Context: an optimization exercise on an open-source flow, tuned for small area, a short achievable clock period and few clock cycles per item. The choices shown serve that exercise and are no tape-out recipe.
At most, simulation tests tie the RTL to the original design; equivalence was not proved.
Only the layout flow was run in run 1; the RTL was not checked for function there.
Power figures rest on the tool's default switching activity, not on a simulated workload.

==> flow/constraint.sdc <==
create_clock -name core_clock -period 6.0 [get_ports {clk}]
set_input_delay 1.2000 -clock core_clock [delete_from_list [all_inputs] [get_ports {clk}]]
set_output_delay 1.2000 -clock core_clock [all_outputs]
set_load 0.01 [all_outputs]
==> flow/config.mk <==
export PLATFORM = sky130hd
export DESIGN_NAME = circular_queue_with_dump
export DESIGN_NICKNAME = circular_queue_with_dump
export VERILOG_FILES = /design/flow/design.v
export SDC_FILE = /design/flow/constraint.sdc
export NUM_CORES = 4
export LEC_CHECK = 0
export CAP_MARGIN = 20
export CORE_MARGIN = 2
export CORE_UTILIZATION = 40
export SETUP_SLACK_MARGIN = 3.3
export SLEW_MARGIN = 20
==> flow/run.sh <==
#!/bin/bash
# synth_recipe.tcl (not shown) runs the flow's synth.tcl, then flattens the netlist and writes it again
# the make line also repeats each setting of config.mk as NAME=value (left out here)
make -C /OpenROAD-flow-scripts/flow DESIGN_CONFIG=/design/flow/config.mk WORK_HOME=/design/flow/orfs CLKGATE_MAP_FILE= SYNTH_SCRIPT=/design/flow/synth_recipe.tcl finish
==> flow/design.v <==
`timescale 1ns / 1ps
package cq_pkg;
  localparam int DEPTH  = 64;
  localparam int IDX_W  = $clog2(DEPTH);
  localparam int CAP_W  = 7;
  localparam int DATA_W = 32;
  localparam logic [CAP_W-1:0] CAP_RESET = 7'd64;
  localparam logic [1:0] CMD_ENQ  = 2'd0;
  localparam logic [1:0] CMD_DEQ  = 2'd1;
  localparam logic [1:0] CMD_DISP = 2'd2;
  localparam logic [1:0] CMD_NONE = 2'd3;
  localparam logic [1:0] ST_OK        = 2'd0;
  localparam logic [1:0] ST_OVERFLOW  = 2'd1;
  localparam logic [1:0] ST_UNDERFLOW = 2'd2;
  localparam logic [1:0] ST_EMPTY     = 2'd3;
endpackage
`timescale 1ns / 1ps
module cq_front (
  input  logic       in_push,
  input  logic       in_full,
  input  logic [1:0] in_command,
  output logic       op_enq,
  output logic       op_deq,
  output logic       op_disp
);
  logic acc;
  assign acc     = in_push && !in_full;
  assign op_enq  = acc && (in_command == cq_pkg::CMD_ENQ);
  assign op_deq  = acc && (in_command == cq_pkg::CMD_DEQ);
  assign op_disp = acc && (in_command == cq_pkg::CMD_DISP);
endmodule
`timescale 1ns / 1ps
module cq_back (
  input  logic                      clk,
  input  logic                      rst_n,
  input  logic                      cfg_we,
  input  logic [cq_pkg::CAP_W-1:0]  cfg_data,
  output logic                      in_full,
  input  logic                      op_enq,
  input  logic                      op_deq,
  input  logic                      op_disp,
  input  logic [cq_pkg::DATA_W-1:0] op_value,
  input  logic                      res_full,
  input  logic                      res_full_nxt,
  output logic                      res_push,
  output logic [1:0]                res_status,
  output logic [cq_pkg::DATA_W-1:0] res_data,
  output logic                      res_last
);
  localparam int D  = cq_pkg::DEPTH;
  localparam int CW = cq_pkg::CAP_W;
  localparam int DW = cq_pkg::DATA_W;
  logic [DW-1:0] mem [D];
  logic [CW-1:0] cap_r, eff_cap;
  logic [CW-1:0] cnt_r, cnt_nxt;
  logic [D-1:0]  sel_r;           
  logic [D-1:0]  top;             
  logic          empty_r, full_r;
  logic          dump_r, dump_nxt;
  logic          full_in_r;
  logic          enq_fire, deq_fire, dump_step, rd_en, idx0;
  logic [DW-1:0] rd_data;
  always_comb begin
    if (cap_r == '0) begin
      eff_cap = CW'(1);
    end else if (cap_r > CW'(D)) begin
      eff_cap = CW'(D);
    end else begin
      eff_cap = cap_r;
    end
  end
  assign in_full   = full_in_r;
  assign enq_fire  = op_enq && !full_r;
  assign deq_fire  = op_deq && !empty_r;
  assign dump_step = (op_disp && !empty_r) || (dump_r && !res_full);
  assign idx0      = sel_r[0];
  assign rd_en     = dump_r || ((op_deq || op_disp) && !empty_r);
  assign res_push = op_enq || op_deq || op_disp || (dump_r && !res_full);
  always_comb begin
    res_status = cq_pkg::ST_OK;
    if (op_enq && full_r)        res_status = cq_pkg::ST_OVERFLOW;
    else if (op_deq && empty_r)  res_status = cq_pkg::ST_UNDERFLOW;
    else if (op_disp && empty_r) res_status = cq_pkg::ST_EMPTY;
  end
  assign res_last = !(dump_r || (op_disp && !empty_r)) || idx0;
  always_comb begin
    rd_data = '0;
    for (int i = 0; i < D; i++) begin
      rd_data = rd_data | ({DW{sel_r[i]}} & mem[i]);
    end
  end
  assign res_data = rd_en ? rd_data : '0;
  always_comb begin
    for (int i = 0; i < D; i++) begin
      top[i] = (cnt_r == CW'(i + 1));
    end
  end
  always_comb begin
    cnt_nxt = cnt_r;
    if (enq_fire) cnt_nxt = cnt_r + CW'(1);
    else if (deq_fire) cnt_nxt = cnt_r - CW'(1);
  end
  assign dump_nxt = dump_step ? !idx0 : dump_r;
  always_ff @(posedge clk) begin
    if (!rst_n) begin
      cap_r     <= cq_pkg::CAP_RESET;
      cnt_r     <= '0;
      sel_r     <= '0;
      empty_r   <= 1'b1;
      full_r    <= 1'b0;
      dump_r    <= 1'b0;
      full_in_r <= 1'b0;
    end else begin
      if (cfg_we) begin
        cap_r <= cfg_data;
      end
      cnt_r     <= cnt_nxt;
      empty_r   <= (cnt_nxt == '0);
      full_r    <= (cnt_nxt >= eff_cap);
      dump_r    <= dump_nxt;
      full_in_r <= dump_nxt || res_full_nxt;
      if (enq_fire) begin
        sel_r <= {sel_r[D-2:0], empty_r};
      end else if (deq_fire) begin
        sel_r <= sel_r >> 1;
      end else if (dump_step) begin
        sel_r <= idx0 ? top : (sel_r >> 1);
      end
    end
  end
  always_ff @(posedge clk) begin
    if (enq_fire) begin
      mem[0] <= op_value;
      for (int i = 1; i < D; i++) begin
        mem[i] <= mem[i-1];
      end
    end
  end
endmodule
`timescale 1ns / 1ps
module cq_resq (
  input  logic                      clk,
  input  logic                      rst_n,
  input  logic                      res_push,
  input  logic [1:0]                res_status,
  input  logic [cq_pkg::DATA_W-1:0] res_data,
  input  logic                      res_last,
  output logic                      res_full,
  output logic                      res_full_nxt,
  output logic                      out_empty,
  input  logic                      out_pop,
  output logic [1:0]                out_status,
  output logic [cq_pkg::DATA_W-1:0] out_data,
  output logic                      out_last
);
  logic                      e0_r, v1_r;
  logic [1:0]                st0_r, st1_r;
  logic [cq_pkg::DATA_W-1:0] d0_r, d1_r;
  logic                      l0_r, l1_r;
  logic                      ld0;
  assign res_full   = v1_r;
  assign out_empty  = e0_r;
  assign out_status = st0_r;
  assign out_data   = d0_r;
  assign out_last   = l0_r;
  assign ld0          = e0_r || out_pop;
  assign res_full_nxt = !e0_r && !out_pop && (v1_r || res_push);
  always_ff @(posedge clk) begin
    if (!rst_n) begin
      e0_r <= 1'b1;
      v1_r <= 1'b0;
    end else begin
      e0_r <= !(v1_r || res_push || (!e0_r && !out_pop));
      v1_r <= res_full_nxt;
    end
  end
  always_ff @(posedge clk) begin
    if (ld0) begin
      st0_r <= v1_r ? st1_r : res_status;
      d0_r  <= v1_r ? d1_r  : res_data;
      l0_r  <= v1_r ? l1_r  : res_last;
    end
    if (!v1_r) begin
      st1_r <= res_status;
      d1_r  <= res_data;
      l1_r  <= res_last;
    end
  end
endmodule
`timescale 1ns / 1ps
module circular_queue_with_dump (
  input  logic                            clk,
  input  logic                            rst_n,
  input  logic                            cfg_we,
  input  logic [cq_pkg::CAP_W-1:0]        cfg_data,
  input  logic                            in_push,
  output logic                            in_full,
  input  logic [1:0]                      in_command,
  input  logic signed [cq_pkg::DATA_W-1:0] in_value,
  output logic                            out_empty,
  input  logic                            out_pop,
  output logic [1:0]                      out_status,
  output logic signed [cq_pkg::DATA_W-1:0] out_data,
  output logic                            out_last
);
  logic                      op_enq, op_deq, op_disp;
  logic                      res_full, res_full_nxt, res_push, res_last;
  logic [1:0]                res_status;
  logic [cq_pkg::DATA_W-1:0] res_data;
  cq_front u_front (
    .in_push    (in_push),
    .in_full    (in_full),
    .in_command (in_command),
    .op_enq     (op_enq),
    .op_deq     (op_deq),
    .op_disp    (op_disp)
  );
  cq_back u_back (
    .clk          (clk),
    .rst_n        (rst_n),
    .cfg_we       (cfg_we),
    .cfg_data     (cfg_data),
    .in_full      (in_full),
    .op_enq       (op_enq),
    .op_deq       (op_deq),
    .op_disp      (op_disp),
    .op_value     (in_value),
    .res_full     (res_full),
    .res_full_nxt (res_full_nxt),
    .res_push     (res_push),
    .res_status   (res_status),
    .res_data     (res_data),
    .res_last     (res_last)
  );
  cq_resq u_resq (
    .clk          (clk),
    .rst_n        (rst_n),
    .res_push     (res_push),
    .res_status   (res_status),
    .res_data     (res_data),
    .res_last     (res_last),
    .res_full     (res_full),
    .res_full_nxt (res_full_nxt),
    .out_empty    (out_empty),
    .out_pop      (out_pop),
    .out_status   (out_status),
    .out_data     (out_data),
    .out_last     (out_last)
  );
endmodule
==> summary.txt, run 1 <==
Detailed routing
  • Vias: 48543
  • Detailed Route WL: approximately 280 mm
  • Vias per Instance: 6.801
  • DRC viols: 0
  • Wire per inst: 38.70 um
  • DR iter-0 viols: 8872
  • Post-DRT Antenna Nets: 0
  • DR pass1 iterations: 6

Finish
  • Commonest non-fill, non-tap cells in the layout: 2083 x edfxtp_1, 544 x a22o_1, 506 x a221oi_1, 221 x clkbuf_16, 141 x nand2_1
  • Most common cell after layout, fill and taps aside: edfxtp_1
  • Layout cells sized above 1: 13.07%
  • P&R area growth vs syn: 15.70%
  • Fin nets: approximately 4400
  • Fin cells: 7138
  • Fin util: 46.57%
  • Design area: around 0.09 sq mm
  • Fillers: ~16000

Clock network
  • CTS Sinks: about 2200
  • H-tree depth: 4
  • CTS root buf: clkbuf_16
  • Inserted Clock Buffers: 216
  • CTS clock-pin slew for the worst setup and hold paths: 60 ps
  • CTS Buffer Depth: 3
  • Clock Latency Late Sink: 860 ps
  • TritonCTS clock tree: yes

Global route
  • Aggregate global routing overflow: 0
  • Largest net degree at the start of global routing: around 180
  • Initial antenna violation count: 14
  • GRT Total Usage: 26.36%
  • Vias in the first global route: 45216
  • Global-route wire length before repair: 371.7 mm

Critical path
  • R2R setup slack: about 3300 ps
  • Crit Path Category: reg2out
  • Worst path max stage delay: roughly 530 ps
  • Critical Path AT: 1590 ps
  • CP startpoint kind: flop
  • CP Capture Type: output pin
  • Worst-path cell chain: buf_2
  • Buf/Inv on CP: 1
  • CP max FO: 1
  • Crit-path leading delay family: flip-flops
  • Critical Path Slowest Stage Cell: edfxtp_1
  • Required @ worst endpoint: 4800 ps

Die
  • Core ar.: 0.1972 sq mm
  • Starting Density: 40.25%
  • Die area: 0.2020 sq mm
  • Io pins: between 80 and 90
  • Die Ht: 449.5 um
  • Die Wd: around 450 um
  • FP Rows: around 160

Synth
  • Area of the mapped netlist: 0.07938 sq mm
  • Cells after synthesis: 4201
  • Leading area contributor after synthesis: edfxtp_1
  • Ys flop type: edfxtp_1
  • XOR/XNOR share of the synthesized area: 0.06620%
  • Share of the yosys chip area belonging to registers: 81.80%
  • Ys async rst share: 0%
  • Yosys Warn Count: 3
  • Synth Area in Compound Gates: between 10% and 20%
  • Post-Synth Adder-Cell Area: 0.1734%
  • Top cell type's share of synthesized area: 78.80%
  • Top cells by area, synth: edfxtp_1 79%, a22o_1 6.0%, a221oi_1 5.6%, dfxtp_1 3.0%, clkbuf_1 1.4%
  • Synthesized flop and latch total: 2202
  • Avg Cell Area, Syn: between 15 and 20 sq um
  • Post-synthesis cell type count: between 40 and 50
  • Mux cell area share after synthesis: 0.08827%
  • Mapped Nets: 4258
  • EDFF count, synth: 2083
  • Simple-Gate Fraction of Synth Area: about 2.5%
  • Largest family of logic cells by synthesized area: compound AO/OA/AOI/OAI gates

Power and ir drop
  • PD cells: 379.1 mW/mm^2
  • Sw power: 8.375 mW
  • Clock group share of total power: ~40%
  • Max VDD drop: 0.0003541 V
  • P_leak: 28.83 nW
  • Total chip power: 34.81 mW
  • Sequential power share: 52.9%
  • Int Power: 26.44 mW
  • Combinational power share: 7.2%
  • Sw frac: 24.06%

Timing
  • RSZ-0062 raised after global routing: yes
  • Setup violations, final: 0
  • Worst slew pin tran: 1287 ps
  • Slew Limit Fails: 0
  • FMAX: 0.3589 GHz
  • Final Skew: 36.13 ps
  • Max-slew headroom: 14.22%
  • Final Worst Setup Slack: around 3200 ps
  • Minimum clock period: roughly 2800 ps
  • Tcrit/Tclk final: 46.44%
  • Final Hold Vio Count: 0

Place
  • DP HPWL: 139.9 mm
  • Placed inst area: 0.08336 sq mm
  • Post-Place Cells: about 6700
  • GPL Wtd Cong: 0.8427
  • Pre-CTS WS: 1460 ps
  • Port buffer count: 82

Flow run
  • Maxcap violations: 0

Run status
  • Status: timing/DRC/antenna clean

Worst hold path
  • Hold crit path type: reg2reg
## cell families after synthesis
group | after synthesis
AOI/OAI and AO/OA | 1275
and+or+nand+nor | 366
buffers and inverters | 334
adders and majority gates | 11
xor gates and xnor gates | 6
muxes | 7
DFF | 2202
## synthesized netlist by cell type (5+ instances only)
cell and count:
a22o_1 544, a221oi_1 512, a21oi_1 9, o211ai_1 63
or4_1 34, xnor2_1 6, dfxtp_1 119, mux2i_1 7
nor2_1 14, a21boi_1 60, nand3b_1 9, ha_1 11
and2_1 7, clkbuf_1 286, o311ai_0 62, nand2_1 142
inv_1 7, buf_2 6, edfxtp_1 2083, nand4_1 129
nor3_1 5, o21ai_0 7, nor2b_1 7, buf_1 32
## registers in the layout, indices dropped and copies added, names as in the netlist, 2 cells and up
| register | cells |
|---|---|
| u_back.cap_r | 7 |
| u_back.cnt_r | 7 |
| u_back.mem | 2048 |
| u_back.sel_r | 64 |
| u_resq.d0_r | 32 |
| u_resq.d1_r | 32 |
| u_resq.st0_r | 2 |
| u_resq.st1_r | 2 |
## worst register-to-register path: stages (launching register included)
cell and delay (ps):
dfxtp_4 510, buf_12 260, a22o_1 460, a221oi_1 270, nand4_1 130, or4_1 580, a22o_1 230
## final cells by class
| class | count | area (sq um) | share of cell area [%] |
|---|---|---|---|
| antenna | 6 | 15.01 | 0.01635 |
| clock buffer | 263 | 5644 | 6.146 |
| clock inverter | 141 | 1513 | 1.647 |
| inverter | 8 | 57.56 | 0.06267 |
| multi-input combinational | 1667 | 13360 | 14.55 |
| sequential | 2202 | 65180 | 70.97 |
| tap | 2640 | 3303 | 3.597 |
| timing repair buffer | 207 | 2700 | 2.940 |
| timing repair inverter | 4 | 65.06 | 0.07084 |
## final timing paths
check | start | endpoint | cells after the start
min reg2reg | u_back.mem[7][23]$_DFFE_PP_ | u_back.mem[8][23]$_DFFE_PP_ | 0
max | u_resq.d0_r[31]$_DFFE_PP_ | out_data[31] | 1
min | u_back.mem[7][23]$_DFFE_PP_ | u_back.mem[8][23]$_DFFE_PP_ | 0
max reg2reg | u_back.sel_r[5]$_SDFFE_PN0P_ | u_resq.d0_r[7]$_DFFE_PP_ | 6
## routing by layer
layer / track usage, % / vias up / share of wire (%)
met1: 35.37 / 25013 / 36
met2: 40.23 / 4358 / 45
met5: 0.1184 / - / 0.050
met4: 12.37 / 10 / 5.6
li1: - / 18368 / -
met3: 6.735 / 794 / 14
## stage by stage
stage          TNS (ps)  hold slack, ps
5_1_grt               0           449.4
3_3_place_gp          0           428.5
2_1_floorplan  -1345260           417.0
6_report              0           433.7
3_5_place_dp          0           432.9
4_1_cts               0           432.9
## power by group through the flow
| stage | clock network, mW | registers, mW | logic (mW) |
|---|---|---|---|
| finish | 13.9 | 18.4 | 2.49 |
| CTS | 14.0 | 18.4 | 2.40 |
| global placement | 0 | 18.7 | 2.28 |
| floorplan | 0 | 18.4 | 1.36 |
| global route | 14.6 | 18.4 | 2.61 |
| detailed placement | 0 | 18.7 | 2.29 |
## what timing repair did
action,CTS,global route
endpoints found under the hold margin,0,0
hold buffers,0,0
gates resized for setup,240,76
setup buffers,22,10
cloned,13,3
setup endpoints to repair,2052,725
pin swaps,5,4
==> run 2: changes to the inputs <==
--- a/flow/design.v
+++ b/flow/design.v
@@ -59,6 +59,7 @@
   logic          dump_r, dump_nxt;
   logic          full_in_r;
   logic          enq_fire, deq_fire, dump_step, rd_en, idx0;
+  logic          full_up, full_dn, empty_dn;
   logic [DW-1:0] rd_data;
   always_comb begin
     if (cap_r == '0) begin
@@ -100,6 +101,9 @@
     if (enq_fire) cnt_nxt = cnt_r + CW'(1);
     else if (deq_fire) cnt_nxt = cnt_r - CW'(1);
   end
+  assign full_up  = ({1'b0, cnt_r} + 8'd1 >= {1'b0, eff_cap});
+  assign full_dn  = ({1'b0, cnt_r} >= {1'b0, eff_cap} + 8'd1);
+  assign empty_dn = (cnt_r == CW'(1));
   assign dump_nxt = dump_step ? !idx0 : dump_r;
   always_ff @(posedge clk) begin
     if (!rst_n) begin
@@ -115,8 +119,13 @@
         cap_r <= cfg_data;
       end
       cnt_r     <= cnt_nxt;
-      empty_r   <= (cnt_nxt == '0);
-      full_r    <= (cnt_nxt >= eff_cap);
+      if (enq_fire) begin
+        empty_r <= 1'b0;
+        full_r  <= full_up;
+      end else if (deq_fire) begin
+        empty_r <= empty_dn;
+        full_r  <= full_dn;
+      end
       dump_r    <= dump_nxt;
       full_in_r <= dump_nxt || res_full_nxt;
       if (enq_fire) begin
--- a/flow/config.mk
+++ b/flow/config.mk
@@ -8,5 +8,8 @@
 export CAP_MARGIN = 20
 export CORE_MARGIN = 2
 export CORE_UTILIZATION = 40
+export CTS_BUF_LIST = sky130_fd_sc_hd__clkbuf_16
+export CTS_CLUSTER_DIAMETER = 100
+export CTS_CLUSTER_SIZE = 30
 export SETUP_SLACK_MARGIN = 3.3
 export SLEW_MARGIN = 20
==> run 2 against run 1 <==
Critical path depth up 4; still clean; synthesized cell count is 0.17% lower; count of clock-buffer cells in the layout fell by 174; via count is 1.4% lower; flip-flop and latch count is the same; utilization is 2.9 points lower; cell count fell by 3.2%; die area grew 1.3%; final area shrank 5.0%; global-route usage is 1.0 points lower; fmax decreased by 0.55%.
==> summary.txt, run 2 <==
Place
  • Pre-CTS WS: 2120 ps (+660.7 ps)
  • Port buffer count: 82 (unchanged)
  • GPL Wtd Cong: 0.8489 (+0.74%)
  • DP HPWL: 141.8 mm (+1.4%)

Clock network
  • H-tree depth: 3 (-1)
  • Clock Latency Late Sink: 760 ps (-100 ps)
  • Hold buffers post-CTS: 0 (unchanged)
  • CTS root buf: clkbuf_16
  • Inserted Clock Buffers: 85 (-61%)
  • CTS Buffer Depth: 3 (unchanged)
  • CTS clock-pin slew for the worst setup and hold paths: 110 ps (+50 ps)
  • TritonCTS clock tree: yes
  • CTS Sinks: 2202 (unchanged)

Critical path
  • CP max FO: 106 (+105)
  • Critical Path Slowest Stage Cell: clkdlybuf4s50_1
  • CP Capture Type: flop
  • Required @ worst endpoint: 6400 ps (+1600 ps)
  • Reg-to-reg startpoint: u_back.sel_r[59]$_SDFFE_PN0P_
  • Worst path max stage delay: 530 ps (about the same)
  • Crit-path leading delay family: buffers and inverters
  • Critical Path AT: 3210 ps (+1620 ps)
  • Worst-path cell chain: clkdlybuf4s50_1 > nor3b_4 > nand2_8 > clkinv_16 > buf_12
  • CP startpoint: in_command[1]
  • CP startpoint kind: primary input
  • Crit Path Category: in2reg
  • Buf/Inv on CP: 3 (+2)

Synth
  • EDFF count, synth: 2083 (unchanged)
  • Post-synthesis cell type count: 53 (+8.2%)
  • Share of the yosys chip area belonging to registers: 80.76% (-1.0 points)
  • Area of the mapped netlist: 0.08040 sq mm (+1.3%)
  • Most common cell in the netlist: edfxtp_1
  • Commonest cells in the netlist: 2083 x edfxtp_1, 571 x a221oi_1, 544 x a22o_1
  • Ys async rst share: 0% (unchanged)
  • Avg Cell Area, Syn: 19.17 sq um (+1.5%)
  • Synthesized flop and latch total: 2202 (unchanged)
  • Ys flop type: edfxtp_1
  • Mapped Nets: 4260 (+0.047%)
  • Top cell type's share of synthesized area: 77.80% (-1.0 points)
  • Top cells by area, synth: edfxtp_1 78%, a221oi_1 6.2%, a22o_1 5.9%, dfxtp_1 3.0%, buf_6 1.5%
  • Cells after synthesis: 4194 (-0.17%)
  • Yosys Warn Count: 3 (unchanged)
  • Leading area contributor after synthesis: edfxtp_1

Detailed routing
  • DR iter-0 viols: 9626 (+8.5%)
  • Vias per Instance: 6.928 (+1.9%)
  • Wire per inst: 39.34 um (+1.6%)
  • Vias: 47859 (-1.4%)
  • DR pass1 iterations: 7 (+1)
  • Detailed Route WL: 271.7 mm (-1.6%)
  • DRC viols: 0 (unchanged)
  • Post-DRT Antenna Nets: 0 (unchanged)

Finish
  • Fin util: 43.72% (-2.9 points)
  • Reg with most FFs: u_back.mem
  • Fin nets: 4251 (-2.6%)
  • Layout cells sized above 1: 8.565% (-4.5 points)
  • Leading registers by flop count: u_back.mem: 2048 flops, u_back.sel_r: 64 flops
  • Largest register FFs: 2048 (unchanged)
  • Commonest non-fill, non-tap cells in the layout: 2083 x edfxtp_1, 569 x a221oi_1, 544 x a22o_1, 133 x nand4_1, 93 x clkbuf_16
  • Most common cell after layout, fill and taps aside: edfxtp_1
  • P&R area growth vs syn: 8.564%

Timing
  • Minimum clock period: 2802 ps (+15.52 ps)
  • Setup violations, final: 0 (unchanged)
  • Final Hold Vio Count: 0 (unchanged)
  • Hold WS: 414.4 ps (-19.24 ps)
  • RSZ-0062 raised after global routing: yes
  • Tcrit/Tclk final: 46.70% (+0.26 points)
  • Final Skew: 63.19 ps (+27.06 ps)
  • Worst slew pin tran: 1273 ps (-13.40 ps)
  • FMAX: 0.3569 GHz (-0.55%)
  • Final Worst Setup Slack: 3198 ps (-15.52 ps)
  • Max-slew headroom: 15.12% (+0.89 points)
  • Slew Limit Fails: 0 (unchanged)

Die
  • Core ar.: 0.1997 sq mm (+1.2%)
  • Starting Density: 40.27% (about the same)
  • FP Rows: 164 (+0.61%)
  • Die Wd: 452.3 um (+0.64%)
  • Die area: 0.2046 sq mm (+1.3%)
  • Io pins: 83 (unchanged)
  • Die Ht: 452.3 um (+0.64%)

Global route
  • Aggregate global routing overflow: 0 (unchanged)
  • GRT Total Usage: 25.36% (-1.0 points)
  • Largest net degree at the start of global routing: 129 (-27%)
  • Global-route wire length before repair: 361.9 mm (-2.6%)
  • Initial antenna violation count: 8 (-6)
  • Vias in the first global route: 43941 (-2.8%)

Power and ir drop
  • P_leak: 26.98 nW (-6.4%)
  • PD cells: 300.7 mW/mm^2 (-21%)
  • Max VDD drop: 0.0002349 V (-34%)

Worst hold path
  • Hold_sp: u_back.mem[48][20]$_DFFE_PP_
  • Hold crit path type: reg2reg

Flow run
  • Maxcap violations: 0 (unchanged)

Run status
  • Status: timing/DRC/antenna clean
run 2: cell count changes after synthesis, moves of 68 or more:
cell      before  now
buf_2          6   75
buf_6          2  109
clkbuf_1     286  119
nand2_1      142   20
o21ai_0        7   75
run 2: worst reg2reg max path, stage by stage, from the launching register on:
cell      delay, ps
dfxtp_4         550
buf_6           350
a22o_1          300
a221oi_1        370
nand4_1         140
or4_1           570
a22o_1          250
run 2: path summary, 6_finish.rpt:
check | endpoint | slack, ps | depth (start not counted)
setup reg to reg | u_resq.d0_r[31]$_DFFE_PP_ | 3250 | 6
hold / removal | u_back.mem[49][20]$_DFFE_PP_ | 410 | 0
setup / recovery | u_back.mem[12][17]$_DFFE_PP_ | 3200 | 5
hold reg to reg | u_back.mem[49][20]$_DFFE_PP_ | 410 | 0
run 2: through the flow:
step | instance area (sq um) | power, mW | TNS [ps] | std cells
after floorplan | 80440 | 18.54 | -2144390 | 4194
after global placement | 83810 | 19.04 | 0 | 6716
after detailed placement | 83810 | 19.06 | 0 | 6716
after CTS | 86780 | 26.24 | 0 | 6878
after global routing | 87280 | 26.82 | 0 | 6907
final | 87280 | 26.25 | 0 | 6908
run 2: cell families after synthesis:
logic type               Yosys count  synth area share, %
AO/OA/AOI/OAI                   1285                13.52
XOR/XNOR                          12               0.1307
buffers and inverters            336                2.759
multiplexers                       7              0.08715
flip-flops                      2202                80.76
AND/OR/NAND/NOR                  332                2.428
adder cells (fa/ha/maj)           20               0.3113
run 2: per-layer routing:
layer / vias up / part of all wire, % / global-route usage [%] / routed length (um)
li1: 18016 / - / - / -
met1: 24911 / 37 / 35.93 / 101300
met2: 4216 / 44 / 38.08 / 119000
met3: 716 / 14 / 5.709 / 38240
met4: 0 / 4.8 / 9.882 / 13160
met5: - / 0 / 0 / 0
run 2: power breakdown:
group / switching, mW / total, mW / internal (mW) / leakage, nW
sequential: 0.400 / 17.6 / 17.2 / 20.2
combinational: 0.807 / 1.20 / 0.393 / 5.34
clock: 4.66 / 7.43 / 2.77 / 1.44
run 2: what timing repair did:
| item | in CTS | in global routing |
|---|---|---|
| gates resized for setup | 165 | 62 |
| endpoints found under the setup margin | 1858 | 689 |
| gates cloned | 6 | 8 |
| pin swaps | 3 | 7 |
| buffers inserted | 4 | 20 |
run 2: final cells by class:
cell class	count	area, sq um
Tap cell	2656	3323
Timing Repair inverter	4	65.06
Fill cell	16935	112400
Inverter	10	65.06
Clock buffer	89	2227
Clock inverter	63	340.3
Antenna cell	2	5.005
Sequential cell	2202	65180
Timing Repair Buffer	224	2669
Multi-Input combinational cell	1658	13410
Testbench counts of run 2, summed over its fixed seeds: cycles 15,130, items 12,000.
==> run 3: changes to the inputs <==
--- a/flow/config.mk
+++ b/flow/config.mk
@@ -7,9 +7,10 @@
 export LEC_CHECK = 0
 export CAP_MARGIN = 20
 export CORE_MARGIN = 2
-export CORE_UTILIZATION = 40
+export CORE_UTILIZATION = 55
 export CTS_BUF_LIST = sky130_fd_sc_hd__clkbuf_16
 export CTS_CLUSTER_DIAMETER = 100
 export CTS_CLUSTER_SIZE = 30
+export PLACE_DENSITY = 0.7
 export SETUP_SLACK_MARGIN = 3.3
 export SLEW_MARGIN = 20
==> run 3 against run 2 <==
Count of clock-buffer cells in the layout down 4; die area down 27%; first-iteration DRC count grew 11%; highest routed layer is now met5; register-to-register slack improved by 20 ps; largest power group unchanged; critical path type is now reg2reg; sequential share of layout area rose by 0.95 points; wire length decreased by 3.7%; power down 0.98%; sequential power barely moved; hold slack better by 22 ps; critical endpoint is now u_resq.d0_r[17]$_DFFE_PP_; final area is 1.3% lower; largest cell class unchanged.
==> summary.txt, run 3 <==
Clock network
  • Inserted Clock Buffers: 83 (-2.4%)
  • Clock Latency Late Sink: 750 ps (about the same)
  • CTS Sinks: 2202 (unchanged)
  • TritonCTS clock tree: yes
  • CTS clock-pin slew for the worst setup and hold paths: 120 ps (about the same)
  • CTS Buffer Depth: 3 (unchanged)
  • CTS root buf: clkbuf_16
  • H-tree depth: 3 (unchanged)

Synth
  • Mapped Nets: 4260 (unchanged)
  • Commonest cells in the netlist: 2083 x edfxtp_1, 571 x a221oi_1, 544 x a22o_1
  • Avg Cell Area, Syn: 19.17 sq um (unchanged)
  • Ys async rst share: 0% (unchanged)
  • Share of the yosys chip area belonging to registers: 80.76% (unchanged)
  • Top cells by area, synth: edfxtp_1 78%, a221oi_1 6.2%, a22o_1 5.9%, dfxtp_1 3.0%, buf_6 1.5%
  • Synthesized flop and latch total: 2202 (unchanged)
  • Ys flop type: edfxtp_1
  • Top cell type's share of synthesized area: 77.80% (unchanged)
  • Post-synthesis cell type count: 53 (unchanged)
  • EDFF count, synth: 2083 (unchanged)
  • Cells after synthesis: 4194 (unchanged)
  • Most common cell in the netlist: edfxtp_1
  • Yosys Warn Count: 3 (unchanged)
  • Leading area contributor after synthesis: edfxtp_1
  • Area of the mapped netlist: 0.08040 sq mm (unchanged)

Place
  • Post-Place Cells: 5943 (-12%)
  • GPL Wtd Cong: 0.8714 (+2.7%)
  • Placed inst area: 0.08252 sq mm (-1.5%)
  • DP HPWL: 130.5 mm (-8.0%)
  • Port buffer count: 82 (unchanged)
  • Pre-CTS WS: 2018 ps (-102.6 ps)

Critical path
  • Critical Path AT: 3210 ps (about the same)
  • Worst path max stage delay: 640 ps (+110 ps)
  • Crit Path Category: reg2reg
  • Required @ worst endpoint: 6480 ps (+80 ps)
  • CP startpoint kind: flop
  • Most frequent CP cell: a22o_1
  • CP Capture Type: flop
  • Worst-path cell chain: buf_8 > a22o_1 > a221oi_1 > nand4_1 > or4_1 > a22o_1
  • CP max FO: 26 (-75%)
  • R2R setup slack: 3270 ps (+20 ps)
  • Critical Path Slowest Stage Cell: or4_1
  • Worst reg2reg path depth: 6 (unchanged)

Timing
  • RSZ-0062 raised after global routing: yes
  • Final Skew: 33.39 ps (-29.80 ps)
  • Worst slew pin tran: 1247 ps (-26.06 ps)
  • Final Worst Setup Slack: 3268 ps (+70.20 ps)
  • Slew Limit Fails: 0 (unchanged)
  • FMAX: 0.3661 GHz (+2.6%)
  • Final Hold Vio Count: 0 (unchanged)
  • Setup violations, final: 0 (unchanged)
  • Minimum clock period: 2732 ps (-70.20 ps)
  • Max-slew headroom: 16.85% (+1.7 points)
  • Tcrit/Tclk final: 45.53% (-1.2 points)

Global route
  • GRT Total Usage: 33.63% (+8.3 points)
  • Global-route wire length before repair: 346.0 mm (-4.4%)
  • Aggregate global routing overflow: 0 (unchanged)
  • Largest net degree at the start of global routing: 159 (+23%)
  • Vias in the first global route: 43779 (-0.37%)
  • Initial antenna violation count: 13 (+5)

Die
  • Starting Density: 55.30% (+15 points)
  • Core ar.: 0.1454 sq mm (-27%)
  • Die Wd: 386.3 um (-15%)
  • Io pins: 83 (unchanged)
  • Die Ht: 386.3 um (-15%)
  • Die area: 0.1493 sq mm (-27%)
  • FP Rows: 140 (-15%)

Detailed routing
  • Vias: 48558 (+1.5%)
  • Wire per inst: 42.51 um (+8.1%)
  • Post-DRT Antenna Nets: 0 (unchanged)
  • DR pass1 iterations: 6 (-1)
  • Detailed Route WL: 261.7 mm (-3.7%)
  • Vias per Instance: 7.887 (+14%)
  • DR iter-0 viols: 10717 (+11%)
  • DRC viols: 0 (unchanged)

Finish
  • Leading registers by flop count: u_back.mem: 2048 flops, u_back.sel_r: 64 flops
  • Layout cells sized above 1: 7.876% (-0.69 points)
  • Fin util: 59.28% (+16 points)
  • Design area: 0.08619 sq mm (-1.3%)
  • Commonest non-fill, non-tap cells in the layout: 2083 x edfxtp_1, 568 x a221oi_1, 544 x a22o_1, 133 x nand4_1, 93 x clkbuf_16
  • Fillers: 10372 (-39%)
  • Reg with most FFs: u_back.mem
  • Fin nets: 4232 (-0.45%)
  • Largest register FFs: 2048 (unchanged)
  • Fin cells: 6157 (-11%)
  • P&R area growth vs syn: 7.202%
  • Most common cell after layout, fill and taps aside: edfxtp_1

Run status
  • Status: timing/DRC/antenna clean

Power and ir drop
  • P_leak: 26.88 nW (-0.37%)
  • Max VDD drop: 0.0002640 V (+12%)
  • PD cells: 301.5 mW/mm^2 (+0.28%)
  • Total chip power: 25.99 mW (-0.98%)

Worst hold path
  • Hold crit path type: reg2reg
  • Hold path depth: 0 (unchanged)

Flow run
  • Maxcap violations: 0 (unchanged)
-- run 3: through the flow --
step,TNS [ps],hold slack [ps]
finish,0,436.4
global route,0,462.0
CTS,0,442.8
detailed placement,0,432.2
global placement,0,428.3
floorplan,-2144390,417.0
-- run 3: layout make-up --
class	count	area, sq um	share of cell area, %
tap	1917	2399	2.783
clock inverter	62	284.0	0.3295
timing repair inverter	4	68.82	0.07984
sequential	2202	65180	75.62
inverter	10	65.06	0.07549
timing repair buffer	208	2665	3.092
clock buffer	85	2127	2.468
multi-input combinational	1657	13370	15.51
antenna	12	30.03	0.03484
-- run 3: path summary, 6_finish.rpt --
path,from,endpoint
worst max-delay path,u_back.sel_r[48]$_SDFFE_PN0P_,u_resq.d0_r[17]$_DFFE_PP_
worst max register to register,u_back.sel_r[48]$_SDFFE_PN0P_,u_resq.d0_r[17]$_DFFE_PP_
worst min-delay path,u_back.mem[23][9]$_DFFE_PP_,u_back.mem[24][9]$_DFFE_PP_
worst min register to register,u_back.mem[23][9]$_DFFE_PP_,u_back.mem[24][9]$_DFFE_PP_
-- run 3: worst max-delay path, delay by kind of cell, from the launching register on --
kind | cells | cell delay, ps
buffers and inverters | 1 | 250
DFF | 1 | 470
and+or+nand+nor | 2 | 810
AOI/OAI and AO/OA | 3 | 810
-- run 3: where the power goes --
group / switching (mW) / internal, mW
Sequential: 0.417 / 17.2
Combinational: 0.783 / 0.386
Clock: 4.55 / 2.64
Total: 5.75 / 20.2
-- run 3: cells by family (layout without fill, tap and decap cells) --
group | Yosys count | after routing | synth area share, %
adder cells (fa/ha/maj) | 20 | 20 | 0.3113
flip-flops | 2202 | 2202 | 80.76
AND/OR/NAND/NOR | 332 | 333 | 2.428
other | 0 | 12 | 0
buffers and inverters | 336 | 369 | 2.759
multiplexers | 7 | 7 | 0.08715
XOR/XNOR | 12 | 12 | 0.1307
AO/OA/AOI/OAI | 1285 | 1285 | 13.52
-- run 3: metal layers --
layer	routed length [um]	vias up	track usage [%]
li1	-	18004	-
met1	88220	24406	47.96
met2	112800	5232	48.96
met3	46000	902	9.336
met4	14610	14	14.51
met5	130	-	0
-- run 3: timing repair --
action	CTS	global route
gates cloned	6	10
setup buffers	11	28
pin swaps	4	2
setup endpoints to repair	1846	970
hold buffers	0	0
gates resized for setup	128	63
==> run 4: changes to the inputs <==
==> flow/config.mk (replaced) <==
export PLATFORM = sky130hd
export DESIGN_NAME = circular_queue_with_dump
export DESIGN_NICKNAME = circular_queue_with_dump
export VERILOG_FILES = /design/flow/design.v
export SDC_FILE = /design/flow/constraint.sdc
export NUM_CORES = 4
export LEC_CHECK = 0
export CAP_MARGIN = 20
export CORE_MARGIN = 2
export CORE_UTILIZATION = 40
export SETUP_SLACK_MARGIN = 3.3
export SLEW_MARGIN = 20
==> run 4 against run 3 <==
Count of clock-buffer cells in the layout grew 185; final area up 6.3%; fmax fell by 0.30%; combinational power is essentially flat; non-clock buffer count is 5 higher; clock power increased by 91%; clock skew increased by 13 ps; sequential power barely moved.
==> summary.txt, run 4 <==
Run status
  • Status: timing/DRC/antenna clean

Synth
  • Top cell type's share of synthesized area: 77.80% (unchanged)
  • Area of the mapped netlist: 0.08040 sq mm (unchanged)
  • Leading area contributor after synthesis: edfxtp_1
  • Avg Cell Area, Syn: 19.17 sq um (unchanged)
  • Ys flop type: edfxtp_1
  • Share of the yosys chip area belonging to registers: 80.76% (unchanged)
  • Synthesized flop and latch total: 2202 (unchanged)
  • Post-synthesis cell type count: 53 (unchanged)
  • Cells after synthesis: 4194 (unchanged)
  • Commonest cells in the netlist: 2083 x edfxtp_1, 571 x a221oi_1, 544 x a22o_1
  • Yosys Warn Count: 3 (unchanged)
  • Mapped Nets: 4260 (unchanged)
  • Most common cell in the netlist: edfxtp_1
  • Top cells by area, synth: edfxtp_1 78%, a221oi_1 6.2%, a22o_1 5.9%, dfxtp_1 3.0%, buf_6 1.5%
  • EDFF count, synth: 2083 (unchanged)
  • Ys async rst share: 0% (unchanged)

Critical path
  • CP startpoint kind: flop
  • Critical Path Slowest Stage Cell: edfxtp_1
  • Critical Path AT: 1540 ps (-1670 ps)
  • Buf/Inv on CP: 1 (unchanged)
  • Reg-to-reg startpoint: u_back.sel_r[27]$_SDFFE_PN0P_
  • CP max FO: 1 (-96%)
  • Worst-path cell chain: clkbuf_2
  • R2R setup slack: 3270 ps (about the same)
  • Critical path depth in cells: 1 (-5)
  • CP Capture Point: out_data[9]
  • Worst reg2reg path depth: 6 (unchanged)
  • Crit Path Category: reg2out
  • Required @ worst endpoint: 4800 ps (-1680 ps)
  • Crit-path leading delay family: flip-flops
  • CP startpoint: u_resq.d0_r[9]$_DFFE_PP_
  • CP Capture Type: output pin
  • R2R Path End: u_resq.d0_r[19]$_DFFE_PP_
  • Worst path max stage delay: 520 ps (-120 ps)

Clock network
  • CTS clock-pin slew for the worst setup and hold paths: 60 ps (-60 ps)
  • Hold buffers post-CTS: 0 (unchanged)
  • TritonCTS clock tree: yes
  • H-tree depth: 4 (+1)
  • Clock Latency Late Sink: 850 ps (+100 ps)
  • Inserted Clock Buffers: 213 (+160%)
  • CTS Sinks: 2202 (unchanged)
  • CTS Buffer Depth: 3 (unchanged)
  • CTS root buf: clkbuf_16

Detailed routing
  • DR iter-0 viols: 9308 (-13%)
  • Vias: 48494 (-0.13%)
  • Wire per inst: 38.22 um (-10%)
  • DRC viols: 0 (unchanged)
  • Detailed Route WL: 273.1 mm (+4.3%)
  • DR pass1 iterations: 8 (+2)
  • Post-DRT Antenna Nets: 0 (unchanged)
  • Vias per Instance: 6.788 (-14%)

Die
  • Core ar.: 0.1997 sq mm (+37%)
  • Die Ht: 452.3 um (+17%)
  • Starting Density: 40.27% (-15 points)
  • Die area: 0.2046 sq mm (+37%)
  • Die Wd: 452.3 um (+17%)
  • FP Rows: 164 (+17%)
  • Io pins: 83 (unchanged)

Power and ir drop
  • PD cells: 355.0 mW/mm^2 (+18%)
  • Max VDD drop: 0.0003217 V (+22%)
  • P_leak: 28.91 nW (+7.6%)

Timing
  • Slew Limit Fails: 0 (unchanged)
  • Minimum clock period: 2740 ps (+8.190 ps)
  • RSZ-0062 raised after global routing: yes
  • Final Skew: 46.57 ps (+13.19 ps)
  • Final Hold Vio Count: 0 (unchanged)
  • Tcrit/Tclk final: 45.67% (+0.14 points)
  • Max-slew headroom: 13.09% (-3.8 points)
  • FMAX: 0.3650 GHz (-0.30%)
  • Setup violations, final: 0 (unchanged)
  • Final Worst Setup Slack: 3260 ps (-8.190 ps)
  • Worst slew pin tran: 1304 ps (+56.52 ps)

Finish
  • P&R area growth vs syn: 13.95%
  • Leading registers by flop count: u_back.mem: 2048 flops, u_back.sel_r: 64 flops
  • Commonest non-fill, non-tap cells in the layout: 2083 x edfxtp_1, 569 x a221oi_1, 544 x a22o_1, 219 x clkbuf_16, 133 x nand4_1
  • Largest register FFs: 2048 (unchanged)
  • Most common cell after layout, fill and taps aside: edfxtp_1
  • Layout cells sized above 1: 12.84% (+5.0 points)
  • Fin util: 45.88% (-13 points)
  • Fin nets: 4367 (+3.2%)
  • Reg with most FFs: u_back.mem

Global route
  • Vias in the first global route: 45335 (+3.6%)
  • Initial antenna violation count: 6 (-7)
  • Largest net degree at the start of global routing: 129 (-19%)
  • Aggregate global routing overflow: 0 (unchanged)
  • GRT Total Usage: 25.77% (-7.9 points)
  • Global-route wire length before repair: 368.4 mm (+6.5%)

Worst hold path
  • Hold_sp: u_back.mem[40][18]$_DFFE_PP_
  • Hold crit path type: reg2reg

Place
  • Port buffer count: 82 (unchanged)
  • Pre-CTS WS: 2120 ps (+102.6 ps)
  • GPL Wtd Cong: 0.8489 (-2.6%)
  • DP HPWL: 141.8 mm (+8.6%)

Flow run
  • Maxcap violations: 0 (unchanged)
## run 4: cell counts after synthesis
Identical to the previous run, type by type.
## run 4: how the worst min path moves through the flow
stage / end / slack (ps) / cells after the start
floorplan: u_resq.st1_r[0]$_DFF_P_ / 420 / 2
global placement: u_back.mem[4][1]$_DFFE_PP_ / 430 / 0
global route: u_back.mem[21][18]$_DFFE_PP_ / 440 / 0
CTS: u_back.mem[41][18]$_DFFE_PP_ / 420 / 0
detailed placement: u_back.mem[22][3]$_DFFE_PP_ / 430 / 0
finish: u_back.mem[41][18]$_DFFE_PP_ / 430 / 0
## run 4: layout make-up
| class | instances | area, sq um |
|---|---|---|
| multi-input cells | 1657 | 13360 |
| well taps | 2656 | 3323 |
| clock buffers | 270 | 5757 |
| inverters | 10 | 65.06 |
| flip-flops and latches | 2202 | 65180 |
| diodes | 2 | 5.005 |
| clock inverters | 130 | 1334 |
| fillers | 16542 | 108000 |
| repair inverters | 4 | 55.05 |
| repair buffers | 213 | 2530 |
## run 4: cell families after synthesis
group	share of synthesized area [%]
XOR/XNOR	0.1307
flip-flops	80.76
AND/OR/NAND/NOR	2.428
adder cells (fa/ha/maj)	0.3113
buffers and inverters	2.759
AO/OA/AOI/OAI	13.52
multiplexers	0.08715
## run 4: per-layer routing
| metal | part of all wire [%] | track usage (%) |
|---|---|---|
| met5 | 0 | 0 |
| met3 | 14 | 6.502 |
| met4 | 4.9 | 10.06 |
| met2 | 44 | 38.58 |
| met1 | 37 | 36.15 |
## run 4: power breakdown
| part | switching [mW] | internal, mW |
|---|---|---|
| Clock | 5.93 | 7.78 |
| Combinational | 0.792 | 0.384 |
| Sequential | 0.405 | 17.2 |
## run 4: timing repair
action,in CTS,in global routing
gates resized for setup,191,70
setup buffers,2,15
setup endpoints to repair,1514,863
pin swaps,2,7
gates cloned,4,5
## run 4: stage by stage
stage                     hold WS (ps)  total power [mW]  area (sq um)  std cells   TNS, ps
after global placement           427.9             19.04         83810       6716         0
after global routing             437.9             33.26         91610       7142         0
after CTS                        421.1             32.54         91130       7122         0
after detailed placement         433.9             19.06         83810       6716         0
final                            432.7             32.52         91610       7144         0
after floorplan                  417.0             18.54         80440       4194  -2144390
==> run 5: changes to the inputs <==
--- a/flow/design.v
+++ b/flow/design.v
@@ -51,14 +51,16 @@
   localparam int CW = cq_pkg::CAP_W;
   localparam int DW = cq_pkg::DATA_W;
   logic [DW-1:0] mem [D];
+  logic [DW-1:0] w_r;             
+  logic          wv_r;            
   logic [CW-1:0] cap_r, eff_cap;
   logic [CW-1:0] cnt_r, cnt_nxt;
-  logic [D-1:0]  sel_r;           
-  logic [D-1:0]  top;             
+  logic [D:0]    sel_r, sel_nxt, sel_hold, sel_adv;
+  logic [D:0]    top;             
   logic          empty_r, full_r;
   logic          dump_r, dump_nxt;
   logic          full_in_r;
-  logic          enq_fire, deq_fire, dump_step, rd_en, idx0;
+  logic          enq_fire, deq_fire, dump_step, rd_en, last_word;
   logic          full_up, full_dn, empty_dn;
   logic [DW-1:0] rd_data;
   always_comb begin
@@ -74,7 +76,7 @@
   assign enq_fire  = op_enq && !full_r;
   assign deq_fire  = op_deq && !empty_r;
   assign dump_step = (op_disp && !empty_r) || (dump_r && !res_full);
-  assign idx0      = sel_r[0];
+  assign last_word = wv_r ? sel_r[0] : sel_r[1];
   assign rd_en     = dump_r || ((op_deq || op_disp) && !empty_r);
   assign res_push = op_enq || op_deq || op_disp || (dump_r && !res_full);
   always_comb begin
@@ -83,17 +85,30 @@
     else if (op_deq && empty_r)  res_status = cq_pkg::ST_UNDERFLOW;
     else if (op_disp && empty_r) res_status = cq_pkg::ST_EMPTY;
   end
-  assign res_last = !(dump_r || (op_disp && !empty_r)) || idx0;
-  always_comb begin
-    rd_data = '0;
+  assign res_last = !(dump_r || (op_disp && !empty_r)) || last_word;
+  always_comb begin
+    rd_data = {DW{sel_r[0]}} & w_r;
     for (int i = 0; i < D; i++) begin
-      rd_data = rd_data | ({DW{sel_r[i]}} & mem[i]);
+      rd_data = rd_data | ({DW{sel_r[i+1]}} & mem[i]);
     end
   end
   assign res_data = rd_en ? rd_data : '0;
   always_comb begin
-    for (int i = 0; i < D; i++) begin
-      top[i] = (cnt_r == CW'(i + 1));
+    top[0] = 1'b0;
+    for (int i = 1; i <= D; i++) begin
+      top[i] = (cnt_r == CW'(i));
+    end
+  end
+  assign sel_hold = wv_r ? {sel_r[D-1:0], 1'b0} : sel_r;
+  assign sel_adv  = wv_r ? {sel_r[D:1], 1'b0} : {1'b0, sel_r[D:1]};
+  always_comb begin
+    sel_nxt = sel_hold;
+    if (enq_fire) begin
+      sel_nxt = empty_r ? (D+1)'(1) : sel_hold;
+    end else if (deq_fire) begin
+      sel_nxt = sel_adv;
+    end else if (dump_step) begin
+      sel_nxt = last_word ? top : sel_adv;
     end
   end
   always_comb begin
@@ -104,12 +119,13 @@
   assign full_up  = ({1'b0, cnt_r} + 8'd1 >= {1'b0, eff_cap});
   assign full_dn  = ({1'b0, cnt_r} >= {1'b0, eff_cap} + 8'd1);
   assign empty_dn = (cnt_r == CW'(1));
-  assign dump_nxt = dump_step ? !idx0 : dump_r;
+  assign dump_nxt = dump_step ? !last_word : dump_r;
   always_ff @(posedge clk) begin
     if (!rst_n) begin
       cap_r     <= cq_pkg::CAP_RESET;
       cnt_r     <= '0;
       sel_r     <= '0;
+      wv_r      <= 1'b0;
       empty_r   <= 1'b1;
       full_r    <= 1'b0;
       dump_r    <= 1'b0;
@@ -118,7 +134,7 @@
       if (cfg_we) begin
         cap_r <= cfg_data;
       end
-      cnt_r     <= cnt_nxt;
+      cnt_r <= cnt_nxt;
       if (enq_fire) begin
         empty_r <= 1'b0;
         full_r  <= full_up;
@@ -126,20 +142,16 @@
         empty_r <= empty_dn;
         full_r  <= full_dn;
       end
+      sel_r     <= sel_nxt;
+      wv_r      <= enq_fire;
       dump_r    <= dump_nxt;
       full_in_r <= dump_nxt || res_full_nxt;
-      if (enq_fire) begin
-        sel_r <= {sel_r[D-2:0], empty_r};
-      end else if (deq_fire) begin
-        sel_r <= sel_r >> 1;
-      end else if (dump_step) begin
-        sel_r <= idx0 ? top : (sel_r >> 1);
-      end
-    end
-  end
-  always_ff @(posedge clk) begin
-    if (enq_fire) begin
-      mem[0] <= op_value;
+    end
+  end
+  always_ff @(posedge clk) begin
+    w_r <= op_value;
+    if (wv_r) begin
+      mem[0] <= w_r;
       for (int i = 1; i < D; i++) begin
         mem[i] <= mem[i-1];
       end
--- a/flow/config.mk
+++ b/flow/config.mk
@@ -8,5 +8,8 @@
 export CAP_MARGIN = 20
 export CORE_MARGIN = 2
 export CORE_UTILIZATION = 40
-export SETUP_SLACK_MARGIN = 3.3
+export CTS_BUF_LIST = sky130_fd_sc_hd__clkbuf_16
+export CTS_CLUSTER_DIAMETER = 80
+export CTS_CLUSTER_SIZE = 24
+export SETUP_SLACK_MARGIN = 3.4
 export SLEW_MARGIN = 20
==> run 5 against run 4 <==
Sequential share of layout area up 3.0 points; count of clock-buffer cells in the layout shrank 159; register-to-register slack better by 160 ps; still clean on timing, DRC and antenna; combinational power down 62%; global-route usage grew 0.24 points; flip-flop and latch count increased by 34; first-iteration DRC count increased by 5.2%; fmax decreased by 0.94%.
==> summary.txt, run 5 <==
Detailed routing
  • DRC viols: 0 (unchanged)
  • Post-DRT Antenna Nets: 0 (unchanged)
  • Vias per Instance: 6.847 (+0.86%)
  • Wire per inst: 38.25 um (about the same)
  • Detailed Route WL: 276.5 mm (+1.3%)
  • DR iter-0 viols: 9791 (+5.2%)
  • DR pass1 iterations: 6 (-2)
  • Vias: 49488 (+2.0%)

Synth
  • Yosys Warn Count: 3 (unchanged)
  • Area of the mapped netlist: 0.08090 sq mm (+0.62%)
  • Leading area contributor after synthesis: edfxtp_1
  • Top cell type's share of synthesized area: 77.32% (-0.48 points)
  • Avg Cell Area, Syn: 18.05 sq um (-5.8%)
  • Commonest cells in the netlist: 2083 x edfxtp_1, 373 x a22oi_1, 343 x a221oi_1
  • Post-synthesis cell type count: 53 (unchanged)
  • Top cells by area, synth: edfxtp_1 77%, dfxtp_1 3.8%, a221oi_1 3.7%, a22o_1 3.7%, a22oi_1 3.5%
  • Cells after synthesis: 4482 (+6.9%)
  • Mapped Nets: 4548 (+6.8%)
  • Share of the yosys chip area belonging to registers: 81.11% (+0.34 points)
  • Ys flop type: edfxtp_1
  • Synthesized flop and latch total: 2236 (+1.5%)
  • Ys async rst share: 0% (unchanged)
  • Most common cell in the netlist: edfxtp_1
  • EDFF count, synth: 2083 (unchanged)

Clock network
  • CTS Sinks: 2236 (+1.5%)
  • Hold buffers post-CTS: 0 (unchanged)
  • Inserted Clock Buffers: 109 (-49%)
  • CTS Buffer Depth: 3 (unchanged)
  • TritonCTS clock tree: yes
  • Clock Latency Late Sink: 800 ps (-50 ps)
  • CTS root buf: clkbuf_16
  • CTS clock-pin slew for the worst setup and hold paths: 110 ps (+50 ps)
  • H-tree depth: 3 (-1)

Critical path
  • Reg-to-reg startpoint: u_back.wv_r$_SDFF_PN0_
  • Critical Path Slowest Stage Cell: edfxtp_1
  • R2R setup slack: 3430 ps (+160 ps)
  • Worst reg2reg path depth: 2 (-4)
  • Critical path depth in cells: 1 (unchanged)
  • Worst-path cell chain: buf_2
  • Worst path max stage delay: 550 ps (+30 ps)
  • CP max FO: 1 (unchanged)
  • Buf/Inv on CP: 1 (unchanged)
  • Crit Path Category: reg2out
  • CP startpoint: u_resq.d0_r[1]$_DFFE_PP_
  • Critical Path AT: 1570 ps (+30 ps)
  • R2R Path End: u_back.mem[39][10]$_DFFE_PP_
  • CP Capture Point: out_data[1]
  • Crit-path leading delay family: flip-flops
  • Required @ worst endpoint: 4800 ps (about the same)
  • CP startpoint kind: flop
  • CP Capture Type: output pin

Die
  • Die area: 0.2059 sq mm (+0.62%)
  • Starting Density: 40.15% (-0.12 points)
  • Die Ht: 453.7 um (+0.31%)
  • Io pins: 83 (unchanged)
  • FP Rows: 165 (+0.61%)
  • Die Wd: 453.7 um (+0.31%)
  • Core ar.: 0.2015 sq mm (+0.92%)

Timing
  • Worst slew pin tran: 1264 ps (-39.69 ps)
  • Final Hold Vio Count: 0 (unchanged)
  • Setup violations, final: 0 (unchanged)
  • Fin Setup TNS: 0 ps (unchanged)
  • Slew Limit Fails: 0 (unchanged)
  • Final Skew: 38.36 ps (-8.214 ps)
  • RSZ-0062 raised after global routing: yes
  • Tcrit/Tclk final: 46.10% (+0.43 points)
  • Max-slew headroom: 15.73% (+2.6 points)
  • Minimum clock period: 2766 ps (+25.99 ps)
  • FMAX: 0.3615 GHz (-0.94%)

Power and ir drop
  • P_leak: 27.26 nW (-5.7%)
  • Max VDD drop: 0.0002580 V (-20%)
  • PD cells: 298.5 mW/mm^2 (-16%)
  • Total chip power: 26.50 mW (-19%)

Finish
  • Layout cells sized above 1: 8.520% (-4.3 points)
  • Reg with most FFs: u_back.mem
  • Largest register FFs: 2048 (unchanged)
  • P&R area growth vs syn: 9.759%
  • Storage cell area: 0.06587 sq mm (+1.1%)
  • Multi-input gate area: 0.01419 sq mm (+6.2%)
  • Fillers: 17530 (+6.0%)
  • Leading registers by flop count: u_back.mem: 2048 flops, u_back.sel_r: 65 flops
  • Commonest non-fill, non-tap cells in the layout: 2083 x edfxtp_1, 359 x a22oi_1, 342 x a22o_1, 342 x a221oi_1, 125 x nor3_1
  • Most common cell after layout, fill and taps aside: edfxtp_1
  • Fin nets: 4527 (+3.7%)

Run status
  • Status: timing/DRC/antenna clean

Place
  • DP HPWL: 145.1 mm (+2.4%)
  • GPL Wtd Cong: 0.8537 (+0.57%)
  • Port buffer count: 82 (unchanged)

Flow run
  • Maxcap violations: 0 (unchanged)

Global route
  • Aggregate global routing overflow: 0 (unchanged)
  • Largest net degree at the start of global routing: 199 (+54%)
  • Vias in the first global route: 45741 (+0.90%)
  • Initial antenna violation count: 12 (+6)
  • GRT Total Usage: 26.01% (+0.24 points)
  • Global-route wire length before repair: 372.4 mm (+1.1%)

Worst hold path
  • Hold path depth: 0 (unchanged)
  • Hold crit path type: reg2reg
==> run 5: cell type report <==
cell class              instances  share of cell area [%]
multi-input cells            1915                   15.99
diodes                          2                0.005636
repair buffers                187                   2.146
clock buffers                 111                   3.128
well taps                    2672                   3.765
inverters                      12                 0.06200
clock inverters                93                  0.7285
flip-flops and latches       2236                   74.18
==> run 5: how the worst min path moves through the flow <==
stage,start,to
finish,u_back.w_r[5]$_DFF_P_,u_back.mem[0][5]$_DFFE_PP_
global route,u_back.mem[9][5]$_DFFE_PP_,u_back.mem[10][5]$_DFFE_PP_
CTS,u_back.w_r[5]$_DFF_P_,u_back.mem[0][5]$_DFFE_PP_
detailed placement,u_back.w_r[5]$_DFF_P_,u_back.mem[0][5]$_DFFE_PP_
global placement,u_back.w_r[5]$_DFF_P_,u_back.mem[0][5]$_DFFE_PP_
floorplan,u_back.w_r[16]$_DFF_P_,u_back.mem[0][16]$_DFFE_PP_
==> run 5: per-layer routing <==
layer  up-vias  wire length, um  global-route usage [%]  part of all wire [%]
li1      18748                -                       -                     -
met1     25716           101500                   36.80                    37
met5         -               73                       0                 0.026
met3       708            39980                   5.990                    14
met4         4            13760                   10.74                   5.0
met2      4312           121200                   38.78                    44
==> run 5: cell families after synthesis <==
group | after synthesis | synth area share, %
multiplexers | 72 | 0.8940
buffers and inverters | 337 | 1.641
flip-flops | 2236 | 81.11
adder cells (fa/ha/maj) | 20 | 0.3093
AO/OA/AOI/OAI | 1229 | 12.35
AND/OR/NAND/NOR | 574 | 3.553
XOR/XNOR | 14 | 0.1516
==> run 5: what timing repair did <==
item | 4_1_cts | 5_1_grt
setup buffers | 13 | 6
endpoints found under the setup margin | 1487 | 405
gates cloned | 11 | 1
pin swaps | 9 | 5
gates resized for setup | 209 | 20
endpoints found under the hold margin | 0 | 0
==> run 5: metrics by stage <==
step / hold slack, ps / instances / cell area [sq um] / utilization [%] / setup slack [ps]
6_report: 432.9 / 7228 / 88790 / 44.07 / 3234
2_1_floorplan: 408.6 / 4482 / 80910 / - / -12030
3_5_place_dp: 425.9 / 6991 / 84780 / 42.08 / 1870
4_1_cts: 439.9 / 7219 / 88630 / 43.99 / 3219
5_1_grt: 454.1 / 7226 / 88790 / 44.06 / 3227
3_3_place_gp: 421.4 / 6991 / 84780 / 42.07 / 1839
==> run 5: power by group <==
group          internal, mW  total, mW  leakage, nW  switching, mW
logic                 0.135      0.451         5.08          0.315
registers              17.2       17.4         20.3          0.206
clock network          3.63       8.69         1.89           5.06
Testbench counts of run 5, summed over its fixed seeds: cycles 15,130, items 12,000.
==> run 6: changes to the inputs <==
==> flow/flow/run.sh (new file) <==
#!/bin/bash
# The standard layout, with the port buffers inserted as buf_2 cells
# instead of the smallest buffer the placer would pick (a slow delay cell).
set -e
export BUFFER_PORTS_ARGS="-buffer_cell sky130_fd_sc_hd__buf_2"
bash standard.sh > standard.log 2>&1
==> flow/standard.sh (new file) <==
#!/bin/bash
# synth_recipe.tcl (not shown) runs the flow's synth.tcl, then flattens the netlist and writes it again
# the make line also repeats each setting of config.mk as NAME=value (left out here)
make -C /OpenROAD-flow-scripts/flow DESIGN_CONFIG=/design/flow/config.mk WORK_HOME=/design/flow/orfs CLKGATE_MAP_FILE= SYNTH_SCRIPT=/design/flow/synth_recipe.tcl "${@:-finish}"
--- a/flow/config.mk
+++ b/flow/config.mk
@@ -7,9 +7,10 @@
 export LEC_CHECK = 0
 export CAP_MARGIN = 20
 export CORE_MARGIN = 2
-export CORE_UTILIZATION = 40
+export CORE_UTILIZATION = 55
 export CTS_BUF_LIST = sky130_fd_sc_hd__clkbuf_16
 export CTS_CLUSTER_DIAMETER = 80
 export CTS_CLUSTER_SIZE = 24
+export PLACE_DENSITY = 0.7
 export SETUP_SLACK_MARGIN = 3.4
 export SLEW_MARGIN = 20
removed: flow/run.sh
==> run 6 against run 5 <==
Still clean; via count about the same; critical path depth did not move; clock skew shrank 14 ps; highest routed layer unchanged.
==> summary.txt, run 6 <==
Critical path
  • CP startpoint kind: flop
  • Crit-path leading delay family: flip-flops
  • Worst path max stage delay: 550 ps (about the same)
  • Critical Path Slowest Stage Cell: edfxtp_1
  • Required @ worst endpoint: 4800 ps (about the same)
  • Critical path depth in cells: 1 (unchanged)
  • CP Capture Type: output pin
  • Critical Path AT: 1510 ps (-60 ps)
  • Buf/Inv on CP: 1 (unchanged)
  • CP max FO: 1 (unchanged)
  • Worst-path cell chain: buf_6
  • Worst reg2reg path depth: 2 (unchanged)
  • Crit Path Category: reg2out

Detailed routing
  • DR iter-0 viols: 9919 (+1.3%)
  • Vias per Instance: 7.669 (+12%)
  • Wire per inst: 40.55 um (+6.0%)
  • Vias: 49455 (-0.067%)
  • DRC viols: 0 (unchanged)
  • DR pass1 iterations: 6 (unchanged)
  • Detailed Route WL: 261.5 mm (-5.4%)
  • Post-DRT Antenna Nets: 0 (unchanged)

Global route
  • Aggregate global routing overflow: 0 (unchanged)
  • Global-route wire length before repair: 353.2 mm (-5.2%)
  • Largest net degree at the start of global routing: 190 (-4.5%)
  • GRT Total Usage: 33.82% (+7.8 points)
  • Vias in the first global route: 45344 (-0.87%)
  • Initial antenna violation count: 7 (-5)

Synth
  • Leading area contributor after synthesis: edfxtp_1
  • Most common cell in the netlist: edfxtp_1
  • Cells after synthesis: 4482 (unchanged)
  • EDFF count, synth: 2083 (unchanged)
  • Synthesized flop and latch total: 2236 (unchanged)
  • Post-synthesis cell type count: 53 (unchanged)
  • Share of the yosys chip area belonging to registers: 81.11% (unchanged)
  • Ys flop type: edfxtp_1
  • Ys async rst share: 0% (unchanged)
  • Top cells by area, synth: edfxtp_1 77%, dfxtp_1 3.8%, a221oi_1 3.7%, a22o_1 3.7%, a22oi_1 3.5%
  • Top cell type's share of synthesized area: 77.32% (unchanged)
  • Commonest cells in the netlist: 2083 x edfxtp_1, 373 x a22oi_1, 343 x a221oi_1
  • Avg Cell Area, Syn: 18.05 sq um (unchanged)
  • Area of the mapped netlist: 0.08090 sq mm (unchanged)
  • Mapped Nets: 4548 (unchanged)
  • Yosys Warn Count: 3 (unchanged)

Place
  • Post-Place Cells: 6223 (-11%)
  • DP HPWL: 135.6 mm (-6.5%)
  • GPL Wtd Cong: 0.8727 (+2.2%)
  • Port buffer count: 82 (unchanged)
  • Pre-CTS WS: 2197 ps (+327.1 ps)
  • Placed inst area: 0.08331 sq mm (-1.7%)

Finish
  • Commonest non-fill, non-tap cells in the layout: 2083 x edfxtp_1, 372 x a22oi_1, 343 x a221oi_1, 342 x a22o_1, 125 x nor3_1
  • Multi-input gate area: 0.01407 sq mm (-0.84%)
  • Most common cell after layout, fill and taps aside: edfxtp_1
  • Fin cells: 6449 (-11%)
  • Fin nets: 4500 (-0.60%)
  • Largest register FFs: 2048 (unchanged)
  • P&R area growth vs syn: 7.477%
  • Design area: 0.08695 sq mm (-2.1%)
  • Reg with most FFs: u_back.mem
  • Storage cell area: 0.06587 sq mm (about the same)
  • Leading registers by flop count: u_back.mem: 2048 flops, u_back.sel_r: 65 flops
  • Fin util: 59.59% (+16 points)
  • Layout cells sized above 1: 8.337% (-0.18 points)
  • Fillers: 10387 (-41%)

Clock network
  • Inserted Clock Buffers: 104 (-4.6%)
  • TritonCTS clock tree: yes
  • CTS clock-pin slew for the worst setup and hold paths: 100 ps (about the same)
  • CTS Sinks: 2236 (unchanged)
  • CTS Buffer Depth: 3 (unchanged)
  • Hold buffers post-CTS: 0 (unchanged)
  • CTS root buf: clkbuf_16
  • Clock Latency Late Sink: 760 ps (-40 ps)
  • H-tree depth: 3 (unchanged)

Timing
  • Slew Limit Fails: 0 (unchanged)
  • Final Skew: 23.89 ps (-14.46 ps)
  • Minimum clock period: 2705 ps (-60.75 ps)
  • Final Hold Vio Count: 0 (unchanged)
  • Worst slew pin tran: 1263 ps (-1.141 ps)
  • RSZ-0062 raised after global routing: yes
  • Fin Setup TNS: 0 ps (unchanged)
  • Setup violations, final: 0 (unchanged)
  • FMAX: 0.3697 GHz (+2.2%)
  • Final Worst Setup Slack: 3295 ps (+60.75 ps)
  • Tcrit/Tclk final: 45.09% (-1.0 points)
  • Max-slew headroom: 15.81% (+0.076 points)
  • Hold WS: 445.5 ps (+12.61 ps)

Die
  • FP Rows: 140 (-15%)
  • Starting Density: 55.44% (+15 points)
  • Die Ht: 387.5 um (-15%)
  • Core ar.: 0.1459 sq mm (-28%)
  • Io pins: 83 (unchanged)
  • Die area: 0.1502 sq mm (-27%)
  • Die Wd: 387.5 um (-15%)

Power and ir drop
  • P_leak: 26.99 nW (-0.98%)
  • Int Power: 20.51 mW (-2.0%)
  • Clock group share of total power: 31.1% (-1.7 points)
  • Combinational power share: 1.6% (about the same)
  • Total chip power: 25.79 mW (-2.7%)
  • Max VDD drop: 0.0002369 V (-8.2%)
  • Sequential power share: 67.3% (+1.8 points)
  • PD cells: 296.6 mW/mm^2 (-0.61%)
  • Sw power: 5.278 mW (-5.4%)
  • Sw frac: 20.47% (-0.59 points)

Worst hold path
  • Hold path depth: 0 (unchanged)
  • Hold crit path type: reg2reg

Run status
  • Status: timing/DRC/antenna clean

Flow run
  • Maxcap violations: 0 (unchanged)
[run 6: routing by layer]
metal  vias up  track usage (%)  wire (um)
li1      18708                -          -
met1     24979            48.91      90210
met2      4944            47.67     110000
met3       820            10.64      46870
met4         4            14.39      14370
met5         -                0         23
[run 6: final cells by class]
type / count / share of cell area (%)
diodes: 10 / 0.02878
clock buffers: 106 / 3.051
clock inverters: 88 / 0.4389
inverters: 12 / 0.05468
multi-input cells: 1913 / 16.19
flip-flops and latches: 2236 / 75.76
well taps: 1917 / 2.759
repair buffers: 167 / 1.723
[run 6: worst register-to-register path, stage by stage (launching register included)]
cell,delay (ps)
dfxtp_4,820
buf_16,550
buf_12,690
[run 6: cell families (layout without fill, tap and decap cells)]
logic type / count (synthesis) / after routing / share of synthesized area [%]
adders and majority gates: 20 / 20 / 0.3093
AOI/OAI and AO/OA: 1229 / 1229 / 12.35
other: 0 / 10 / 0
and+or+nand+nor: 574 / 578 / 3.553
buffers and inverters: 337 / 373 / 1.641
muxes: 72 / 72 / 0.8940
xor gates and xnor gates: 14 / 14 / 0.1516
DFF: 2236 / 2236 / 81.11
[run 6: final timing paths]
kind / slack [ps] / from / endpoint
worst min-delay path: 450 / u_back.mem[51][8]$_DFFE_PP_ / u_back.mem[52][8]$_DFFE_PP_
worst max-delay path: 3290 / u_resq.d0_r[6]$_DFFE_PP_ / out_data[6]
worst min register to register: 450 / u_back.mem[51][8]$_DFFE_PP_ / u_back.mem[52][8]$_DFFE_PP_
worst max register to register: 3390 / u_back.wv_r$_SDFF_PN0_ / u_back.mem[46][14]$_DFFE_PP_
[run 6: timing repair]
action                                  in CTS  in global routing
setup buffers                                4                  5
pin swaps                                    1                  9
resized for setup                           19                 21
endpoints found under the setup margin    1522                831
cloned                                       7                  6
[run 6: power groups by stage]
stage	combinational [mW]	sequential (mW)	clock, mW
after floorplan	0.135	17.9	0
after global placement	0.372	17.7	0
after detailed placement	0.379	17.7	0
after CTS	0.400	17.3	8.04
after global routing	0.444	17.4	8.53
final	0.419	17.4	8.02

static timing again, ports no longer ideal:
In the flow no input, the clock included, has a driving cell. The finished layouts below were timed again as built, in two steps.
Step 1 sets driving cells, clkbuf_16 on the clock port and buf_2 on the other inputs (assumed; they add their load-dependent delay and slew).
Step 2 times the ports against the registers' clock, not the clock port: input delays grow and output delays shrink by t, the midpoint of the rising clock arrivals with the driver on.
Slacks: ideal ports / drivers / drivers and shift; pairs: ideal ports / drivers.
| run | shift t [ns] | slack for setup (ns) | worst setup path at the end | worst slew at a driven data input, ns | cell pins on the clock port's net |
|---|---|---|---|---|---|
| run 1 | 0.929 | 3.214 / 3.130 / 2.389 | input to register | 0.06 | 1 |
| run 2 | 0.818 | 3.198 / 3.231 / 2.439 | input to register | 0.05 | 1 |
| run 3 | 0.813 | 3.268 / 3.233 / 2.517 | input to register | 0.06 | 1 |
| run 4 | 0.909 | 3.260 / 3.176 / 2.513 | input to register | 0.05 | 1 |
| run 5 | 0.862 | 3.234 / 3.147 / 2.717 | input to register | 0.06 | 1 |
| run 6 | 0.827 | 3.295 / 3.213 / 2.582 | input to register | 0.04 | 1 |
After both steps setup and hold are still met in every run listed. The setup slack of run 1, which loses most, moves by -0.084 ns with the drivers and by -0.825 ns with both steps.
